This design comes from an exercise in tuning for small area and few clock cycles per item on the open sky130 flow, not from production work.
Function was checked by simulation only, so behaviour that the tests miss may differ from the original.

==> willow: inputs <==
==> flow/design.v (excerpt) <==
module angle_position_pid_loop #(
  parameter int ENCODER_BITS   = appl_pkg::ENCODER_BITS_DEF,
  parameter int GAIN_FRAC_BITS = appl_pkg::GAIN_FRAC_BITS_DEF
) (
  input  logic                                clk_i,
  input  logic                                rst_ni,
  input  logic                                in_valid_i,
  output logic                                in_ready_o,
  input  logic [appl_pkg::ENC_W-1:0]          encoder_count_i,
  output logic                                out_valid_o,
  input  logic                                out_ready_i,
  output logic signed [appl_pkg::CUR_W-1:0]   current_ref_o,
  input  logic                                cfg_we_i,
  input  logic [appl_pkg::CFG_IDX_W-1:0]      cfg_idx_i,
  input  logic [appl_pkg::CFG_DATA_W-1:0]     cfg_data_i
);
  localparam int GW = appl_pkg::GAIN_W;
  logic signed [GW-1:0]  prop_gain_q, integ_gain_q, deriv_gain_q;
  logic signed [15:0]    output_low_q, output_high_q;    
  appl_pkg::angle_cfg_t  angle_cfg_q;
  logic signed [15:0]    lim_wr, lim_sat;
  assign lim_wr = cfg_data_i[15:0];
  always_comb begin
    lim_sat = lim_wr;
    if (lim_wr > 16'sd16384)  lim_sat = 16'sd16384;
    if (lim_wr < -16'sd16384) lim_sat = -16'sd16384;
  end
  always_ff @(posedge clk_i or negedge rst_ni) begin
    if (!rst_ni) begin
      prop_gain_q   <= '0;
      integ_gain_q  <= '0;
      deriv_gain_q  <= '0;
      output_low_q  <= -16'sd16384;
      output_high_q <= 16'sd16384;
      angle_cfg_q   <= '0;
    end else if (cfg_we_i) begin
      case (cfg_idx_i)
        appl_pkg::CFG_PROP_GAIN:    prop_gain_q   <= cfg_data_i;
        appl_pkg::CFG_INTEG_GAIN:   integ_gain_q  <= cfg_data_i;
  ...
clock: 10.5 ns
lec_check: 0
cap_margin: 20
core_margin: 2
core_utilization: 60
gpl_timing_driven: 0
slew_margin: 20
synth_hierarchical: 1
run.sh (not shown) runs the stock make flow with config.mk's settings and CLKGATE_MAP_FILE= SYNTH_SCRIPT=/design/flow/synth_recipe.tcl, a recipe that flattens the netlist after the stock synthesis.
==> lagoon (differences from willow) <==
--- a/flow/config.mk
+++ b/flow/config.mk
@@ -8,6 +8,5 @@
 export CAP_MARGIN = 20
 export CORE_MARGIN = 2
-export CORE_UTILIZATION = 60
-export GPL_TIMING_DRIVEN = 0
+export CORE_UTILIZATION = 40
 export SLEW_MARGIN = 20
 export SYNTH_HIERARCHICAL = 1
==> summary.txt <==
Critical path
  – Slowest-stage cell, CP: o21ai_1
  – Worst setup path end: current_ref_q[8]$_DFFE_PN_

Run status
  – Status: timing/DRC/antenna clean

Clocking
  – Total CTS buffers: 30
  – Number of gates resized after CTS: 0

Layout
  – Fraction of area in multi-input gates: 72.9%
  – Clock-cell share of area: between 2 and 3%

Placement
  – Setup WS pre-CTS: 0.662 ns

Drt
  – DR WL met3: between 8000 and 9000 um
(the above is from lagoon)
==> summary.txt <==
Placement
  – Setup WS pre-CTS: -0.770 ns

Clocking
  – Total CTS buffers: 28
  – Number of gates resized after CTS: 11

Layout
  – Clock-cell share of area: around 2.4%

Run status
  – Status: timing/DRC/antenna clean

Drt
  – DR WL met3: between 10000 and 15000 um

Critical path
  – Slowest-stage cell, CP: fa_1

Synth
  – Post-synthesis sequential area ratio: about 16%
(the above is from willow)
Testbench counts of willow, summed over its fixed seeds: cycles 14,544, items 14,400.
Testbench counts of lagoon, summed over its fixed seeds: cycles 14,544, items 14,400.

* * *

==> inputs of violet <==
Another version of the RTL of angle_position_pid_loop (not shown whole).
==> flow/design.v (excerpt) <==
module angle_position_pid_loop #(
  parameter int ENCODER_BITS   = appl_pkg::ENCODER_BITS_DEF,
  parameter int GAIN_FRAC_BITS = appl_pkg::GAIN_FRAC_BITS_DEF
) (
  input  logic                                clk_i,
  input  logic                                rst_ni,
  input  logic                                in_valid_i,
  output logic                                in_ready_o,
  input  logic [appl_pkg::ENC_W-1:0]          encoder_count_i,
  output logic                                out_valid_o,
  input  logic                                out_ready_i,
  output logic signed [appl_pkg::CUR_W-1:0]   current_ref_o,
  input  logic                                cfg_we_i,
  input  logic [appl_pkg::CFG_IDX_W-1:0]      cfg_idx_i,
  input  logic [appl_pkg::CFG_DATA_W-1:0]     cfg_data_i
);
  localparam int GW = appl_pkg::GAIN_W;
  logic signed [GW-1:0]  prop_gain_q, integ_gain_q, deriv_gain_q;
  logic signed [15:0]    output_low_q, output_high_q;    
  appl_pkg::angle_cfg_t  angle_cfg_q;
  logic signed [15:0]    lim_wr, lim_sat;
  assign lim_wr = cfg_data_i[15:0];
  always_comb begin
    lim_sat = lim_wr;
    if (lim_wr > 16'sd16384)  lim_sat = 16'sd16384;
    if (lim_wr < -16'sd16384) lim_sat = -16'sd16384;
  end
  always_ff @(posedge clk_i or negedge rst_ni) begin
    if (!rst_ni) begin
      prop_gain_q   <= '0;
      integ_gain_q  <= '0;
      deriv_gain_q  <= '0;
      output_low_q  <= -16'sd16384;
      output_high_q <= 16'sd16384;
      angle_cfg_q   <= '0;
    end else if (cfg_we_i) begin
      case (cfg_idx_i)
        appl_pkg::CFG_PROP_GAIN:    prop_gain_q   <= cfg_data_i;
        appl_pkg::CFG_INTEG_GAIN:   integ_gain_q  <= cfg_data_i;
        appl_pkg::CFG_DERIV_GAIN:   deriv_gain_q  <= cfg_data_i;
        appl_pkg::CFG_OUTPUT_LOW:   output_low_q  <= lim_sat;
        appl_pkg::CFG_OUTPUT_HIGH:  output_high_q <= lim_sat;
        appl_pkg::CFG_TARGET_ANGLE: angle_cfg_q.target_angle <= cfg_data_i[appl_pkg::ENC_W-1:0];
        appl_pkg::CFG_ZERO_ANGLE:   angle_cfg_q.zero_angle   <= cfg_data_i[appl_pkg::ENC_W-1:0];
        appl_pkg::CFG_REVERSE_DIR:  angle_cfg_q.reverse_dir  <= cfg_data_i[0];
        default: ;
      endcase
    end
  end
  logic adv, valid_a_q, valid_b_q, out_valid_q, step_b;
  assign adv        = !out_valid_q || out_ready_i;
  ...
clock: 10.5 ns
lec_check: 0
cap_margin: 20
core_margin: 2
core_utilization: 55
slew_margin: 20
synth_hierarchical: 1
==> inputs of pepper, as changes to violet <==
CORE_UTILIZATION = 40   (was 55)
==> summary of the runs <==
Register-to-register slack: violet is lower than pepper (140 ps).
Against pepper, the critical path depth of violet is higher by 1.
Between violet and pepper, the lower first-iteration DRC count is in pepper (gap about 21%, measured against pepper).
In area after synthesis, violet and pepper do not differ.
Of violet and pepper, pepper has the higher clock skew (gap 28 ps).
==> figures <==
| item | pepper | violet |
|---|---|---|
| Outcome | timing/DRC/antenna clean | timing/DRC/antenna clean |
| Area added between synthesis and finish | 10.50% | 9.214% |
| Footprint of the multi-input gates | 29190 um^2 | 29170 um^2 |
| Max Used Layer | met5 | met4 |
| Worst-path fanout max | 32 | 22 |
| First-pass GRT wire length | 187900 um | 191100 um |
| Final worst path period share | 95.70% | 97.07% |
| Inst Count DP | 4655 | 4345 |
| Post-route setup slack | 451.7 ps | 307.9 ps |
Testbench counts of violet, summed over its fixed seeds: cycles 14,544, items 14,400.
Testbench counts of pepper, summed over its fixed seeds: cycles 14,544, items 14,400.

[re-timing with driven ports]
How much do the figures lean on ideal ports? The routed layouts below were timed once more, with nothing changed but the port constraints. Step 1: set_driving_cell puts a clkbuf_16 on clk_i and a buf_2 on each other input, an assumption about the parent block. Step 2 times the ports against the registers' clock, not the clock port: input delays grow and output delays shrink by t, the midpoint of the rising clock arrivals with the driver on. a / b / c = no drivers / after step 1 / after step 2; a / b = the first two.
run | shift t [ns] | setup WS [ns] | worst setup path after step 2 | pins driven straight from the clock port
willow | 0.657 | 0.206 / 0.206 / 0.206 | register to register | 1
lagoon | 0.684 | 0.559 / 0.559 / 0.559 | register to register | 1
violet | 0.651 | 0.308 / 0.308 / 0.308 | register to register | 1
pepper | 0.693 | 0.452 / 0.452 / 0.452 | register to register | 1
After both steps every run listed still meets setup and hold.
